This is an optimization exercise on Yosys and OpenROAD, whose aim is small area and few clock cycles per item, not a production implementation. Function was checked by simulation only, so behaviour that the tests miss may differ from the original.

==> inputs of 12-09 <==
==> flow/design.v (excerpt) <==
module sorted_priority_queue_core (
   input  wire logic                         clock,
   input  wire logic                         reset,
   input  wire logic                         csr_wr_en,
   input  wire logic                         csr_wr_data,
   input  wire logic                         req_valid,
   output logic                              req_ready,
   input  wire logic [spq_pkg::OP_W-1:0]     req_operation,
   input  wire logic [spq_pkg::KEY_W-1:0]    req_key,
   input  wire logic [spq_pkg::PAY_W-1:0]    req_payload,
   input  wire logic [spq_pkg::IDX_W-1:0]    req_position,
   input  wire logic [spq_pkg::CNT_W-1:0]    req_range_end,
   output logic                              rsp_valid,
   input  wire logic                         rsp_ready,
   output logic [spq_pkg::STAT_W-1:0]        rsp_status,
   output logic [spq_pkg::CNT_W-1:0]         rsp_index_out,
  ...
make LEC_CHECK=0 CAP_MARGIN=20 CORE_MARGIN=2 CORE_UTILIZATION=40 SLEW_MARGIN=20 SYNTH_HIERARCHICAL=1 SYNTH_MINIMUM_KEEP_SIZE=0 finish   # period 5.5 ns
run.sh (not shown) runs the stock make flow with config.mk's settings and CLKGATE_MAP_FILE= SYNTH_SCRIPT=/design/flow/synth_recipe.tcl, a recipe that flattens the netlist after the stock synthesis.
==> inputs of 02-08, as changes to 12-09 <==
--- a/flow/design.v
+++ b/flow/design.v
@@ -34,14 +34,27 @@
 `default_nettype none
 module spq_aoi222 (
    input  wire logic a1, a2, b1, b2, c1, c2,
    output logic      y
 );
    assign y = ~((a1 & a2) | (b1 & b2) | (c1 & c2));
 endmodule
+module spq_bit3 (
+   input  wire logic clock,
+   input  wire logic sel_hold,
+   input  wire logic sel_nbr,
+   input  wire logic sel_new_n,
+   input  wire logic nq,
+   input  wire logic nd_n,
+   output logic      q
+);
+   always_ff @(posedge clock) begin
+      q <= (sel_hold & q) | (sel_nbr & nq) | ~(sel_new_n | nd_n);
+   end
+endmodule
 module spq_bit (
    input  wire logic clock,
    input  wire logic sel_hold,
    input  wire logic sel_left,
    input  wire logic sel_right,
    input  wire logic sel_new_n,
    input  wire logic lq,
@@ -91,15 +104,17 @@
          g4[i] = g3[2*i+1] | (e3[2*i+1] & g3[2*i]);
          e4[i] = e3[2*i+1] & e3[2*i];
       end
       new_gt = g4[1] | (e4[1] & g4[0]);
       new_eq = e4[1] & e4[0];
    end
 endmodule
-module spq_cell (
+module spq_cell #(
+   parameter int EDGE = 0
+) (
    input  wire logic                        clock,
    input  wire logic                        sel_hold,
    input  wire logic                        sel_left,
    input  wire logic                        sel_right,
    input  wire logic                        sel_new_n,
    input  wire logic [spq_pkg::KEY_W-1:0]   new_key,        
    input  wire logic [spq_pkg::PAY_W-1:0]   new_payload_n,  
@@ -108,39 +123,70 @@
    input  wire logic [spq_pkg::KEY_W-1:0]   right_key_n,
    input  wire logic [spq_pkg::PAY_W-1:0]   right_payload,
    output logic                             new_gt,     
    output logic                             new_eq,     
    output logic [spq_pkg::KEY_W-1:0]        key_nq,
    output logic [spq_pkg::PAY_W-1:0]        payload_q
 );
-   for (genvar b = 0; b < spq_pkg::KEY_W; b++) begin : g_key
-      spq_bit u_bit (
-         .clock     (clock),
-         .sel_hold  (sel_hold),
-         .sel_left  (sel_left),
-         .sel_right (sel_right),
-         .sel_new_n (sel_new_n),
-         .lq        (left_key_n[b]),
-         .rq        (right_key_n[b]),
-         .nd_n      (new_key[b]),
-         .q         (key_nq[b])
-      );
-   end
-   for (genvar b = 0; b < spq_pkg::PAY_W; b++) begin : g_pay
-      spq_bit u_bit (
-         .clock     (clock),
-         .sel_hold  (sel_hold),
-         .sel_left  (sel_left),
-         .sel_right (sel_right),
-         .sel_new_n (sel_new_n),
-         .lq        (left_payload[b]),
-         .rq        (right_payload[b]),
-         .nd_n      (new_payload_n[b]),
-         .q         (payload_q[b])
-      );
+   if (EDGE == 0) begin : g_inner
+      for (genvar b = 0; b < spq_pkg::KEY_W; b++) begin : g_key
+         spq_bit u_bit (
+            .clock     (clock),
+            .sel_hold  (sel_hold),
+            .sel_left  (sel_left),
+            .sel_right (sel_right),
+            .sel_new_n (sel_new_n),
+            .lq        (left_key_n[b]),
+            .rq        (right_key_n[b]),
+            .nd_n      (new_key[b]),
+            .q         (key_nq[b])
+         );
+      end
+      for (genvar b = 0; b < spq_pkg::PAY_W; b++) begin : g_pay
+         spq_bit u_bit (
+            .clock     (clock),
+            .sel_hold  (sel_hold),
+            .sel_left  (sel_left),
+            .sel_right (sel_right),
+            .sel_new_n (sel_new_n),
+            .lq        (left_payload[b]),
+            .rq        (right_payload[b]),
+            .nd_n      (new_payload_n[b]),
+            .q         (payload_q[b])
+         );
+      end
+   end else begin : g_end
+      logic                      sel_nbr;
+      logic [spq_pkg::KEY_W-1:0] nbr_key_n;
+      logic [spq_pkg::PAY_W-1:0] nbr_payload;
+      assign sel_nbr     = (EDGE == 1) ? sel_right     : sel_left;
+      assign nbr_key_n   = (EDGE == 1) ? right_key_n   : left_key_n;
+      assign nbr_payload = (EDGE == 1) ? right_payload : left_payload;
+      for (genvar b = 0; b < spq_pkg::KEY_W; b++) begin : g_key
+         spq_bit3 u_bit (
+            .clock     (clock),
+            .sel_hold  (sel_hold),
+            .sel_nbr   (sel_nbr),
+            .sel_new_n (sel_new_n),
+            .nq        (nbr_key_n[b]),
+            .nd_n      (new_key[b]),
+            .q         (key_nq[b])
+         );
+      end
+      for (genvar b = 0; b < spq_pkg::PAY_W; b++) begin : g_pay
+         spq_bit3 u_bit (
+            .clock     (clock),
+            .sel_hold  (sel_hold),
+            .sel_nbr   (sel_nbr),
+            .sel_new_n (sel_new_n),
+            .nq        (nbr_payload[b]),
+            .nd_n      (new_payload_n[b]),
+            .q         (payload_q[b])
+         );
+      end
    end
    spq_cmp u_cmp (
       .new_key (new_key),
       .key_n   (key_nq),
       .new_gt  (new_gt),
       .new_eq  (new_eq)
    );
@@ -326,15 +372,17 @@
          assign rk = '1;
          assign rp = '0;
       end else begin : g_rnext
          assign rk = key_nq[g+1];
          assign rp = payload_q[g+1];
       end
       assign s_new_n = !s_new;
-      spq_cell u_cell (
+      spq_cell #(
+         .EDGE ((g == 0) ? 1 : ((g == DEPTH - 1) ? 2 : 0))
+      ) u_cell (
          .clock         (clock),
          .sel_hold      (s_hold),
          .sel_left      (s_left),
          .sel_right     (s_right),
          .sel_new_n     (s_new_n),
          .new_key       (req_key),
          .new_payload_n (req_payload_n),
- CAP_MARGIN: 20 -> 5
- CORE_UTILIZATION: 40 -> 55
- CTS_CLUSTER_DIAMETER: not set -> 100
- CTS_CLUSTER_SIZE: not set -> 24
- PLACE_DENSITY: not set -> 0.7
- SLEW_MARGIN: 20 -> 5
==> inputs of 11-20, as changes to 12-09 <==
--- a/flow/design.v
+++ b/flow/design.v
@@ -28,57 +28,42 @@
    typedef struct packed {
       logic after;
       logic equal;
    } cell_flag_type;
 endpackage
 `default_nettype wire
 `default_nettype none
-module spq_aoi222 (
-   input  wire logic a1, a2, b1, b2, c1, c2,
-   output logic      y
-);
-   assign y = ~((a1 & a2) | (b1 & b2) | (c1 & c2));
-endmodule
-module spq_bit (
-   input  wire logic clock,
-   input  wire logic sel_hold,
-   input  wire logic sel_left,
-   input  wire logic sel_right,
-   input  wire logic sel_new_n,
-   input  wire logic lq,
-   input  wire logic rq,
-   input  wire logic nd_n,
-   output logic      q
-);
-   logic x;
-   spq_aoi222 u_aoi (
-      .a1 (sel_hold),  .a2 (q),
-      .b1 (sel_left),  .b2 (lq),
-      .c1 (sel_right), .c2 (rq),
-      .y  (x)
-   );
-   always_ff @(posedge clock) begin
-      q <= ~(x & (sel_new_n | nd_n));
-   end
-endmodule
-module spq_cmp (
-   input  wire logic [spq_pkg::KEY_W-1:0] new_key,
-   input  wire logic [spq_pkg::KEY_W-1:0] key_n,
-   output logic                           new_gt,
-   output logic                           new_eq
+module spq_cell (
+   input  wire logic                        clock,
+   input  wire logic                        sel_hold,
+   input  wire logic                        sel_left,
+   input  wire logic                        sel_right,
+   input  wire logic                        sel_new,
+   input  wire logic [spq_pkg::KEY_W-1:0]   new_key,
+   input  wire logic [spq_pkg::PAY_W-1:0]   new_payload,
+   input  wire logic [spq_pkg::KEY_W-1:0]   left_key,
+   input  wire logic [spq_pkg::PAY_W-1:0]   left_payload,
+   input  wire logic [spq_pkg::KEY_W-1:0]   right_key,
+   input  wire logic [spq_pkg::PAY_W-1:0]   right_payload,
+   output logic                             new_gt,     
+   output logic                             new_eq,     
+   output logic [spq_pkg::KEY_W-1:0]        key_q,
+   output logic [spq_pkg::PAY_W-1:0]        payload_q
 );
    localparam int W = spq_pkg::KEY_W;
+   logic [W-1:0] key_ff;
+   logic [spq_pkg::PAY_W-1:0] payload_ff;
    logic [W-1:0]   g0, e0;
    logic [W/2-1:0] g1, e1;
    logic [W/4-1:0] g2, e2;
    logic [W/8-1:0] g3, e3;
    logic [1:0]     g4, e4;
    always_comb begin
-      g0 = new_key & key_n;
-      e0 = new_key ^ key_n;
+      g0 = new_key & ~key_ff;
+      e0 = ~(new_key ^ key_ff);
       for (int i = 0; i < W/2; i++) begin
          g1[i] = g0[2*i+1] | (e0[2*i+1] & g0[2*i]);
          e1[i] = e0[2*i+1] & e0[2*i];
       end
       for (int i = 0; i < W/4; i++) begin
          g2[i] = g1[2*i+1] | (e1[2*i+1] & g1[2*i]);
          e2[i] = e1[2*i+1] & e1[2*i];
@@ -90,64 +75,24 @@
       for (int i = 0; i < 2; i++) begin
          g4[i] = g3[2*i+1] | (e3[2*i+1] & g3[2*i]);
          e4[i] = e3[2*i+1] & e3[2*i];
       end
       new_gt = g4[1] | (e4[1] & g4[0]);
       new_eq = e4[1] & e4[0];
    end
-endmodule
-module spq_cell (
-   input  wire logic                        clock,
-   input  wire logic                        sel_hold,
-   input  wire logic                        sel_left,
-   input  wire logic                        sel_right,
-   input  wire logic                        sel_new_n,
-   input  wire logic [spq_pkg::KEY_W-1:0]   new_key,        
-   input  wire logic [spq_pkg::PAY_W-1:0]   new_payload_n,  
-   input  wire logic [spq_pkg::KEY_W-1:0]   left_key_n,
-   input  wire logic [spq_pkg::PAY_W-1:0]   left_payload,
-   input  wire logic [spq_pkg::KEY_W-1:0]   right_key_n,
-   input  wire logic [spq_pkg::PAY_W-1:0]   right_payload,
-   output logic                             new_gt,     
-   output logic                             new_eq,     
-   output logic [spq_pkg::KEY_W-1:0]        key_nq,
-   output logic [spq_pkg::PAY_W-1:0]        payload_q
-);
-   for (genvar b = 0; b < spq_pkg::KEY_W; b++) begin : g_key
-      spq_bit u_bit (
-         .clock     (clock),
-         .sel_hold  (sel_hold),
-         .sel_left  (sel_left),
-         .sel_right (sel_right),
-         .sel_new_n (sel_new_n),
-         .lq        (left_key_n[b]),
-         .rq        (right_key_n[b]),
-         .nd_n      (new_key[b]),
-         .q         (key_nq[b])
-      );
-   end
-   for (genvar b = 0; b < spq_pkg::PAY_W; b++) begin : g_pay
-      spq_bit u_bit (
-         .clock     (clock),
-         .sel_hold  (sel_hold),
-         .sel_left  (sel_left),
-         .sel_right (sel_right),
-         .sel_new_n (sel_new_n),
-         .lq        (left_payload[b]),
-         .rq        (right_payload[b]),
-         .nd_n      (new_payload_n[b]),
-         .q         (payload_q[b])
-      );
+   always_ff @(posedge clock) begin
+      key_ff     <= ({W{sel_hold}}  & key_ff)   | ({W{sel_left}} & left_key) |
+                    ({W{sel_right}} & right_key) | ({W{sel_new}}  & new_key);
+      payload_ff <= ({spq_pkg::PAY_W{sel_hold}}  & payload_ff)    |
+                    ({spq_pkg::PAY_W{sel_left}}  & left_payload)  |
+                    ({spq_pkg::PAY_W{sel_right}} & right_payload) |
+                    ({spq_pkg::PAY_W{sel_new}}   & new_payload);
    end
-   spq_cmp u_cmp (
-      .new_key (new_key),
-      .key_n   (key_nq),
-      .new_gt  (new_gt),
-      .new_eq  (new_eq)
-   );
+   assign key_q     = key_ff;
+   assign payload_q = payload_ff;
 endmodule
 `default_nettype wire
 `default_nettype none
 module sorted_priority_queue_core (
    input  wire logic                         clock,
    input  wire logic                         reset,
    input  wire logic                         csr_wr_en,
@@ -177,16 +122,15 @@
    logic                           rsp_valid_ff;
    logic [spq_pkg::STAT_W-1:0]     status_ff;
    logic [spq_pkg::STAT_W-1:0]     status_in;
    logic [CW-1:0]                  index_ff;
    logic [CW-1:0]                  index_in;
    logic                           found_ff;
    logic                           found_in;
-   logic [spq_pkg::KEY_W-1:0]      key_nq    [DEPTH];    
-   logic [spq_pkg::PAY_W-1:0]      req_payload_n;
+   logic [spq_pkg::KEY_W-1:0]      key_q     [DEPTH];
    logic [spq_pkg::PAY_W-1:0]      payload_q [DEPTH];
    logic [DEPTH-1:0]               gt_vec, eq_vec;
    logic [DEPTH-1:0]               occ_vec;      
    logic [DEPTH-1:0]               after_vec;    
    logic [DEPTH-1:0]               pos_ge;       
    logic [DEPTH-1:0]               end_gt;       
    logic [DEPTH-1:0]               hit_vec;
@@ -198,15 +142,14 @@
    logic                           do_del;       
    logic                           do_clear;     
    logic [CW-1:0]                  ins_idx;
    logic [CW-1:0]                  find_idx;
    logic                           find_hit;
    logic                           find_bad;
    assign accept    = req_valid && req_ready;
-   assign req_payload_n = ~req_payload;
    assign req_ready = !rsp_valid_ff || rsp_ready;
    assign is_empty  = (occupancy_ff == '0);
    assign is_full   = occupancy_ff[CW-1];
    always_comb begin
       for (int i = 0; i < DEPTH; i++) begin
          occ_vec[i] = (CW'(i) < occupancy_ff);
          pos_ge[i]  = (spq_pkg::IDX_W'(i) >= req_position);
@@ -214,20 +157,15 @@
          del_ge[i]  = pos_ge[i] | (req_operation == spq_pkg::OP_POP_FRONT);
          after_vec[i] = occ_vec[i] &
                         (sort_desc_ff ? !(gt_vec[i] | eq_vec[i]) : gt_vec[i]);
       end
    end
    always_comb begin
       ins_idx = '0;
-      ins_idx[4] = after_vec[15];
-      for (int b = 0; b < 4; b++) begin
-         for (int i = (1 << b) - 1; i < DEPTH; i += (2 << b)) begin
-            ins_idx[b] = ins_idx[b] | (after_vec[i] & ((i + (1 << b) >= DEPTH) ? 1'b1 : !after_vec[i + (1 << b)]));
-         end
-      end
+      for (int i = 0; i < DEPTH; i++) ins_idx = ins_idx + CW'(after_vec[i]);
    end
    assign hit_vec = eq_vec & pos_ge & end_gt;
    always_comb begin
       find_idx = req_range_end;
       find_hit = 1'b0;
       for (int i = DEPTH - 1; i >= 0; i--) begin
          if (hit_vec[i]) begin
@@ -296,59 +234,57 @@
          end
          default: begin
          end
       endcase
    end
    for (genvar g = 0; g < DEPTH; g++) begin : g_cell
       logic s_hold, s_left, s_right, s_new;
-      logic s_new_n;
       logic [spq_pkg::KEY_W-1:0] lk, rk;
       logic [spq_pkg::PAY_W-1:0] lp, rp;
       if (g == 0) begin : g_head
          assign s_new   = accept & do_ins & !after_vec[0];
          assign s_left  = 1'b0;
          assign s_right = accept & do_del & del_ge[0] & !do_clear;
          assign s_hold  = !(accept & (do_clear | (do_ins & !after_vec[0]) | (do_del & del_ge[0]))) & !reset;
-         assign lk = '1;
+         assign lk = '0;
          assign lp = '0;
       end else begin : g_body
          assign s_new   = accept & do_ins & after_vec[g-1] & !after_vec[g];
          assign s_left  = accept & do_ins & !after_vec[g-1];
          if (g == DEPTH - 1) begin : g_tail
             assign s_right = 1'b0;
          end else begin : g_inner
             assign s_right = accept & do_del & del_ge[g];
          end
          assign s_hold  = !(s_new | s_left | s_right);
-         assign lk = key_nq[g-1];
+         assign lk = key_q[g-1];
          assign lp = payload_q[g-1];
       end
       if (g == DEPTH - 1) begin : g_rlast
-         assign rk = '1;
+         assign rk = '0;
          assign rp = '0;
       end else begin : g_rnext
-         assign rk = key_nq[g+1];
+         assign rk = key_q[g+1];
          assign rp = payload_q[g+1];
       end
-      assign s_new_n = !s_new;
       spq_cell u_cell (
          .clock         (clock),
          .sel_hold      (s_hold),
          .sel_left      (s_left),
          .sel_right     (s_right),
-         .sel_new_n     (s_new_n),
+         .sel_new       (s_new),
          .new_key       (req_key),
-         .new_payload_n (req_payload_n),
-         .left_key_n    (lk),
+         .new_payload   (req_payload),
+         .left_key      (lk),
          .left_payload  (lp),
-         .right_key_n   (rk),
+         .right_key     (rk),
          .right_payload (rp),
          .new_gt        (gt_vec[g]),
          .new_eq        (eq_vec[g]),
-         .key_nq        (key_nq[g]),
+         .key_q         (key_q[g]),
          .payload_q     (payload_q[g])
       );
    end
    always_ff @(posedge clock) begin
       if (reset) begin
          sort_desc_ff <= 1'b0;
          occupancy_ff <= '0;
@@ -376,11 +312,11 @@
    end
    assign rsp_valid         = rsp_valid_ff;
    assign rsp_status        = status_ff;
    assign rsp_index_out     = index_ff;
    assign rsp_found         = found_ff;
    assign rsp_count         = occupancy_ff;
    assign rsp_is_empty      = is_empty;
-   assign rsp_front_key     = ~key_nq[0] & {spq_pkg::KEY_W{!is_empty}};
+   assign rsp_front_key     = key_q[0];
    assign rsp_front_payload = payload_q[0];
 endmodule
 `default_nettype wire
- SYNTH_HIERARCHICAL: 1 -> not set
- SYNTH_MINIMUM_KEEP_SIZE: 0 -> not set
==> comparison table <==
Run status: 11-20 complete, but fails checks; 12-09 timing/DRC/antenna clean; 02-08 timing/DRC/antenna clean
Reasons for failing layout checks: 11-20 negative setup slack; 12-09 -; 02-08 -
Slew headroom: 11-20 19.4%; 12-09 22.4%; 02-08 28.6%
Post-layout min period: 11-20 5.80 ns; 12-09 5.03 ns; 02-08 4.77 ns
DIE WIDTH: 11-20 384 um; 12-09 356 um; 02-08 303 um
Depth of the most critical reg-to-reg path: 11-20 20; 12-09 14; 02-08 11
Startpoint of the tightest hold check path: 11-20 g_cell[15].u_cell.payload_ff[10]$_DFF_P_; 12-09 g_cell[15].u_cell.g_pay[21].u_bit.q$_DFF_P_; 02-08 g_cell[15].u_cell.g_end.g_pay[20].u_bit.q$_DFF_P_
Multi-input combinational cell count: 11-20 3783; 12-09 3924; 02-08 3641
Synthesized area: 11-20 0.0578 mm^2; 12-09 0.0497 mm^2; 02-08 0.0492 mm^2
Proportion of cell area occupied by multi-input gates: 11-20 46.1%; 12-09 48.3%; 02-08 50.8%
Quantity of gates resized following cts: 11-20 231; 12-09 0; 02-08 0
Non-clock buffers: 11-20 1088; 12-09 431; 02-08 317
Std cell rows: 11-20 139; 12-09 129; 02-08 109
Worst path buffer plus inverter count: 11-20 7; 12-09 4; 02-08 3
Clock buffer count: 11-20 175; 12-09 173; 02-08 51
Ratio of cells with drive above 1 in the final layout: 11-20 20.8%; 12-09 9.42%; 02-08 5.90%
Worst setup slack before clock tree synthesis: 11-20 -1.80 ns; 12-09 -0.123 ns; 02-08 0.0739 ns
Gate count of the mapped netlist: 11-20 6011; 12-09 4796; 02-08 4762
Testbench counts of 12-09, summed over its fixed seeds: cycles 12,008, items 12,000.
Testbench counts of 02-08, summed over its fixed seeds: cycles 12,008, items 12,000.
Testbench counts of 11-20, summed over its fixed seeds: cycles 12,008, items 12,000.

re-timing with driven ports:
The results above use ideal ports. As a check the final layouts listed here were re-extracted and re-timed, cells and wires unchanged.
Step 1 assumes that a clkbuf_16 drives the clock port and a buf_2 every other input.
Step 2 moves the port delays by t, midway between the first and last clock arrival at a register: inputs arrive t later, outputs are due t later. That takes back most of the time a late clock gives input paths.
Slacks: no drivers / after step 1 / after step 2; pairs: no drivers / after step 1.
run | t (ns) | slack for setup (ns) | hold WS [ns] | worst setup path at the end | pins driven straight from the clock port
12-09 | 0.787 | 0.472 / 0.527 / -0.260 | 0.503 / 0.503 / 0.503 | input to register | 1
02-08 | 0.713 | 0.725 / 0.768 / 0.055 | 0.503 / 0.503 / 0.503 | input to register | 1
11-20 | 0.857 | -0.301 / -0.256 / -1.097 | 0.455 / 0.455 / 0.455 | input to register | 1
Met with ideal ports but missed after step 2: setup timing in 12-09. The setup slack of 11-20, which loses most, moves by +0.045 ns with the drivers and by -0.796 ns with both steps.
